From an optimization exercise on the open Yosys and OpenROAD flow, aimed at small area and a short achievable clock period; shortcuts taken in it are not production practice. The RTL was checked by simulation tests, not by an equivalence proof against the original design. Power figures rest on the tool's default switching activity, not on a simulated workload.

===== design/flow/config.mk =====
export PLATFORM = sky130hd
export DESIGN_NAME = stump_mem_responder
export DESIGN_NICKNAME = stump_mem_responder
export VERILOG_FILES = /design/flow/design.v
export SDC_FILE = /design/flow/constraint.sdc
export NUM_CORES = 4
export LEC_CHECK = 0
export ABC_CLOCK_PERIOD_IN_PS = 2800
export CAP_MARGIN = 20
export CORE_MARGIN = 2
export CORE_UTILIZATION = 65
export CTS_CLUSTER_DIAMETER = 60
export CTS_CLUSTER_SIZE = 30
export SETUP_SLACK_MARGIN = 2.5
export SLEW_MARGIN = 20

===== design/flow/run.sh =====
#!/bin/bash
# synth_recipe.tcl (not shown) runs the flow's synth.tcl, then flattens the netlist and writes it again
# the make line also repeats each setting of config.mk as NAME=value (left out here)
make -C /OpenROAD-flow-scripts/flow DESIGN_CONFIG=/design/flow/config.mk WORK_HOME=/design/flow/orfs CLKGATE_MAP_FILE= SYNTH_SCRIPT=/design/flow/synth_recipe.tcl finish

===== design/flow/design.v =====
package stump_mem_pkg;
    localparam int DATA_W     = 16;
    localparam int ADDR_W     = 16;
    localparam int DEPTH_LOG2 = 8;
    localparam int DEPTH      = 256;
    localparam int TAPS_PER_BLK = 11;
    localparam int NBLK         = 8;
    localparam int WR_STEP  = 5;
    localparam int NWPORT   = (DEPTH + WR_STEP - 1) / WR_STEP;
    function automatic logic [TAPS_PER_BLK-1:0] tap_lo(input logic [4:0] off);
        for (int i = 0; i < TAPS_PER_BLK; i++) tap_lo[i] = (off == 5'(3 * i));
    endfunction
endpackage
module stump_mem_array (
    input  logic                                        clk,
    input  logic [15:0]                                 whi,
    input  logic [15:0]                                 wlo,
    input  logic [stump_mem_pkg::DATA_W-1:0]            wdata,
    input  logic [stump_mem_pkg::NBLK-1:0]              thi,
    input  logic [stump_mem_pkg::TAPS_PER_BLK-1:0]      tlo,
    output logic [stump_mem_pkg::DATA_W-1:0]            rdata
);
    localparam int N  = stump_mem_pkg::DEPTH;
    localparam int DW = stump_mem_pkg::DATA_W;
    localparam int WS = stump_mem_pkg::WR_STEP;
    localparam int NB = stump_mem_pkg::NBLK;
    localparam int NT = stump_mem_pkg::TAPS_PER_BLK;
    logic [DW-1:0] ring [0:N-1];
    genvar p;
    generate
        for (p = 0; p < N; p++) begin : g_pos
            localparam int PREV = (p + N - 1) % N;
            if ((PREV % WS) == 0 || PREV == N - 1) begin : g_wport
                always_ff @(posedge clk) begin
                    ring[p] <= (whi[PREV / 16] && wlo[PREV % 16]) ? wdata : ring[PREV];
                end
            end else begin : g_shift
                always_ff @(posedge clk) begin
                    ring[p] <= ring[PREV];
                end
            end
        end
    endgenerate
    logic [DW-1:0] tdata [0:NB*NT-1];
    genvar g, i;
    generate
        for (g = 0; g < NB; g++) begin : g_blk
            for (i = 0; i < NT; i++) begin : g_tap
                assign tdata[g*NT+i] = ring[32*g + 3*i] & {DW{thi[g] & tlo[i]}};
            end
        end
    endgenerate
    always_comb begin
        rdata = '0;
        for (int k = 0; k < NB * NT; k++) begin
            rdata = rdata | tdata[k];
        end
    end
endmodule
module stump_mem_responder (
    input  logic              CLK,
    input  logic              RST,
    input  logic              REQ,
    input  logic              WEN,
    input  logic [stump_mem_pkg::ADDR_W-1:0] ADDR,
    input  logic [stump_mem_pkg::DATA_W-1:0] DIN,
    output logic              ACK,
    output logic [stump_mem_pkg::DATA_W-1:0] DOUT,
    output logic              ERR,
    output logic              BUSY
);
    localparam int AW = stump_mem_pkg::DEPTH_LOG2;
    localparam int DW = stump_mem_pkg::DATA_W;
    localparam int NB = stump_mem_pkg::NBLK;
    localparam int NT = stump_mem_pkg::TAPS_PER_BLK;
    logic busy_q, ack_q, s1_q, s2_q, s3_q;
    logic accept;
    assign accept = REQ && !busy_q;
    always_ff @(posedge CLK or posedge RST) begin
        if (RST) begin
            busy_q <= 1'b0;
            ack_q  <= 1'b0;
            s1_q   <= 1'b0;
            s2_q   <= 1'b0;
            s3_q   <= 1'b0;
        end else begin
            s1_q   <= accept;
            s2_q   <= s1_q;
            s3_q   <= s2_q;
            ack_q  <= s3_q || (ack_q && REQ);
            busy_q <= accept || s1_q || s2_q || s3_q || (ack_q && REQ);
        end
    end
    logic [AW-1:0] tnext_q;       
    logic [AW-1:0] rpos_q;        
    logic [NB-1:0] thi_q;         
    logic [NT-1:0] tlo_q;         
    logic          rhit_q;        
    logic [AW-1:0] wpos_q;        
    logic [15:0]   whi_q, wlo_q;  
    logic [AW-1:0] wpos_d;
    logic [DW-1:0] wdata_q;       
    logic          oor_q, wen_q, byp_q;
    logic [DW-1:0] dout_q;
    logic          err_q;
    logic [AW-1:0] rpos_inc, rpos_d;
    logic [NT-1:0] tlo_d;
    logic          commit;
    logic [DW-1:0] rdata;
    assign rpos_inc = rpos_q + AW'(1);
    assign rpos_d   = accept ? (ADDR[AW-1:0] + tnext_q) : rpos_inc;
    assign tlo_d    = stump_mem_pkg::tap_lo(rpos_d[4:0]);
    assign commit   = s3_q && wen_q && !oor_q;
    assign wpos_d   = commit ? rpos_inc : (wpos_q + AW'(1));
    always_ff @(posedge CLK) begin
        tnext_q <= tnext_q + AW'(1);
        rpos_q  <= rpos_d;
        thi_q   <= NB'(1) << rpos_d[AW-1:5];
        tlo_q   <= tlo_d;
        rhit_q  <= |tlo_d;
        wpos_q  <= wpos_d;
        whi_q   <= 16'(1) << wpos_d[7:4];
        wlo_q   <= 16'(1) << wpos_d[3:0];
        if (commit) wdata_q <= DIN;
        if (accept) begin
            oor_q <= |ADDR[stump_mem_pkg::ADDR_W-1:AW];
            wen_q <= WEN;
        end
        if (s1_q) byp_q <= (rpos_q == wpos_q);
        if (s3_q) begin
            err_q <= oor_q;
            if (oor_q)       dout_q <= '0;
            else if (wen_q)  dout_q <= DIN;
            else if (byp_q)  dout_q <= wdata_q;
            else if (rhit_q) dout_q <= rdata;
        end else if (rhit_q && !ack_q) begin
            dout_q <= rdata;
        end
    end
    stump_mem_array u_array (
        .clk   (CLK),
        .whi   (whi_q),
        .wlo   (wlo_q),
        .wdata (wdata_q),
        .thi   (thi_q),
        .tlo   (tlo_q),
        .rdata (rdata)
    );
    assign ACK  = ack_q;
    assign BUSY = busy_q;
    assign DOUT = dout_q;
    assign ERR  = err_q;
endmodule

===== design/flow/constraint.sdc =====
create_clock -name core_clock -period 5.5 [get_ports {CLK}]
set_input_delay 1.1000 -clock core_clock [delete_from_list [all_inputs] [get_ports {CLK}]]
set_output_delay 1.1000 -clock core_clock [all_outputs]
set_load 0.01 [all_outputs]

==> results.txt <==
==> layer usage <==
| layer | global-route usage [%] | vias up |
|---|---|---|
| met4 | 15.2 | 6 |
| li1 | - | 24254 |
| met1 | 53.0 | 28697 |
| met2 | 53.3 | 2868 |
| met3 | 6.08 | 578 |
| met5 | 0 | - |
==> cells in the mapped netlist, drive strengths merged, types with 5 or more instances <==
cell and number:
or4 8, edfxtp 36, a22oi 438, inv 28, xor2 9, o22ai 58
nor2 54, a221oi 35, o2111ai 14, dfrtp 5, a21oi 87, nor3b 5
ha 10, o21ai 35, a222oi 50, o211ai 7, dfxtp 4172, nand2b 10
a32oi 12, or3 5, xnor2 22, nand4 52, a31oi 22, o22a 40
or2 5, nor4 29, mux2i 6, buf 91, and4 5, clkbuf 271
a211oi 11, mux2 834, and3 24, nand3 183, nand2 125, a22o 86
nor3 30
==> through the flow <==
stage	hold WS, ns	cell area [sq um]	util, %	worst slack, ns
3_5_place_dp	0.312	109000	67.2	1.21
3_3_place_gp	0.310	109000	67.2	1.26
2_1_floorplan	0.310	106000	-	2.51
6_report	0.314	115000	70.9	2.39
5_1_grt	0.314	115000	70.9	2.52
4_1_cts	0.306	115000	70.8	2.47
==> worst paths after layout <==
| path | from | endpoint |
|---|---|---|
| max | thi_q[6] | dout_q[12] |
| min | u_array.ring[14][6] | u_array.ring[15][6] |
| max reg2reg | thi_q[6] | dout_q[12] |
| min reg2reg | u_array.ring[14][6] | u_array.ring[15][6] |
| max in group asynchronous | RST | busy_q |
| min in group asynchronous | RST | s3_q |
==> flip-flops by register name, summed over array words and instances (netlist names), 8 cells and up <==
name / flops
dout_q: 16
rpos_q: 8
thi_q: 8
tlo_q: 11
tnext_q: 8
u_array.ring: 4096
wdata_q: 16
whi_q: 16
wlo_q: 16
wpos_q: 8
==> cell families after synthesis <==
logic type	count (synthesis)	share of synthesized area, %
xor+xnor	31	0.256
mux	840	8.92
compound gates	934	6.65
flops	4213	79.9
buf+inv	394	1.45
fa+ha+maj	11	0.137
simple gates	552	2.65
==> cell type report <==
cell class,instances,share of cell area [%]
sequential,4213,73.7
multi-input combinational,2368,17.3
clock buffer,216,4.17
tap,2175,2.36
timing repair buffer,184,1.42
clock inverter,92,0.921
inverter,32,0.136
antenna,4,0.00869
timing repair inverter,1,0.00435
==> power by group through the flow <==
stage / logic (mW) / registers [mW] / clock network, mW
after floorplan: 3.07 / 36.5 / 0
after global placement: 5.48 / 37.8 / 0
after detailed placement: 5.53 / 37.9 / 0
after CTS: 5.56 / 37.3 / 16.5
after global routing: 5.84 / 37.7 / 17.6
final: 5.80 / 37.4 / 16.5
==> worst max-delay path, stage by stage, from the launching register on <==
cell	delay, ns
dfxtp_4	0.51
inv_2	0.50
buf_4	0.59
o22ai_1	0.23
nor4_1	0.29
nand2_1	0.09
nor3_1	0.43
o21ai_0	0.13
==> what timing repair did <==
item | 4_1_cts | 5_1_grt
buffers inserted | 1 | 1
setup endpoints to repair | 47 | 22
resized for setup | 19 | 10
cloned | 0 | 1
==> results by group <==
Status
  – Status: timing/DRC/antenna clean

Global route
  – Vias in the first global route: 54418
  – Total track usage: 36.1%
  – Largest net degree at the start of global routing: 71
  – First-pass GRT wire length: 417000 microns
  – Final global-route overflow total: 0
  – Antenna violations before repair: 18

Synth
  – Syn Inst Count: 6975
  – FFs w/ async S/R, synth: 0.119%
  – Most used DFF post-synth: dfxtp_1
  – Avg Inst Size Synth: 15.2 sq um
  – Most area-hungry cell type in the Yosys netlist: dfxtp_1
  – Top post-synthesis cells by area: dfxtp_1 (79%), mux2_2 (8.9%), a22oi_1 (3.1%)
  – Count of cell types in the netlist: 71
  – Warnings, synthesis: 4
  – Syn Nets: 7022
  – Number of flops mapped to enable cells by yosys: 36
  – Yosys top cell area share: 78.8%
  – Post-synthesis sequential area ratio: 79.9%
  – Cell Area, Synth: 106000 sq um
  – Synthesis-stage register bit count: 4213

Pwr
  – Switching share of power: 27.3%
  – Pleak: 46.1 nW
  – Tot Pwr: 59.7 mW
  – Comb power frac: 9.7%
  – Clk network pwr share: 27.6%
  – Reg power frac: 62.7%
  – PD cells: 519 nW/um^2
  – Internal Pwr Total: 43.4 mW
  – Maximum VDD drop: 442 uV
  – Switch Pwr: 16.3 mW

Clocking
  – Clock sink count: 4213
  – Worst skew pair latency: 0.89 ns
  – CTS tree: done
  – Clk slew on worst S/H paths: 0.11 ns
  – Num CTS Buffers: 180
  – # hold bufs at CTS: 0
  – CTS HTree Levels: 4
  – Clock Path Buffers: 3
  – Clk root buf: clkbuf_16

Placement
  – Gpl congestion: 0.869
  – Number of port buffers: 54
  – DP HPWL: 174000 microns
  – Placed insts: 8970

Timing
  – RSZ-0062 raised after global routing: false
  – Worst clock skew: 0.0308 ns
  – Final setup fails: 0
  – Setup TNS: 0 ns
  – Final hold vios: 0
  – Tmin final: 3.11 ns
  – Headroom to the max-slew limit: 19.6%
  – Final slew viol count: 0
  – Tcrit/Tclk final: 56.5%
  – Tightest Pin Transition: 1.20 ns
  – Max Freq: 0.322 GHz

Die
  – Placeable Area: 162000 sq um
  – Die H: 408 microns
  – Initial core utilization: 65.3%
  – Num rows: 148
  – Die Span X: 408 microns
  – Die area: 166000 sq um
  – # IOs: 55

Route
  – Vias per std cell: 6.07
  – DRC: 0
  – Drt initial violations: 7234
  – Met3 WL: 27600 microns
  – Top layer in use: met5
  – WL final: 307000 microns
  – Met1 WL: 133000 microns
  – Drt pass-1 iters: 6
  – Antenna viol nets, final: 0
  – Met2 WL: 132000 microns
  – Vias: 56403
  – Routed wire length per instance: 33.0 microns

Worst setup path
  – Worst reg-to-reg path cell count: 7
  – Critical Path RT: 6.11 ns
  – Critical path peak fanout: 24
  – Critical setup path kind: reg2reg
  – CP Launch Type: flip-flop
  – Flop-to-flop setup slack: 2.39 ns
  – CP Capture Type: flip-flop
  – WP data arrival: 3.72 ns

Cells and area
  – FILL cells: 10977
  – Fin cells: 9285
  – Total Nets Final: 7027
  – Area delta synth->final: 8.62%
  – Commonest non-fill, non-tap cell in the layout: dfxtp_1
  – Area taken by flip-flops and latches: 84800 sq um
  – Multi-input logic area: 19900 sq um
  – Share of cells above drive strength 1: 19.1%
  – Commonest non-fill, non-tap cells in the layout: dfxtp_1 (4153), mux2_2 (834), a22oi_1 (436), nand3_1 (183), clkbuf_16 (182)

Hold path
  – Worst Hold Depth: 0
  – Worst hold path class: reg2reg

Run
  – Max-cap viol count: 0

==> what the ideal ports hide <==
The results above use ideal ports. As a check the final layout listed here was re-extracted and re-timed, cells and wires unchanged. Step 1 assumes that a clkbuf_16 drives the clock port and a buf_2 every other input. Step 2 times the ports against the registers' clock, not the clock port: input delays grow and output delays shrink by t, the midpoint of the rising clock arrivals with the driver on. a / b / c = no drivers / after step 1 / after step 2; a / b = the first two.
t, ns: 0.962
setup WS [ns]: 2.391 / 2.391 / 1.786
hold slack, ns: 0.314 / 0.314 / 0.314
After both steps this run still meets setup and hold. For this run, drivers alone change the setup slack by 0.000 ns; drivers and shift together by -0.605 ns.
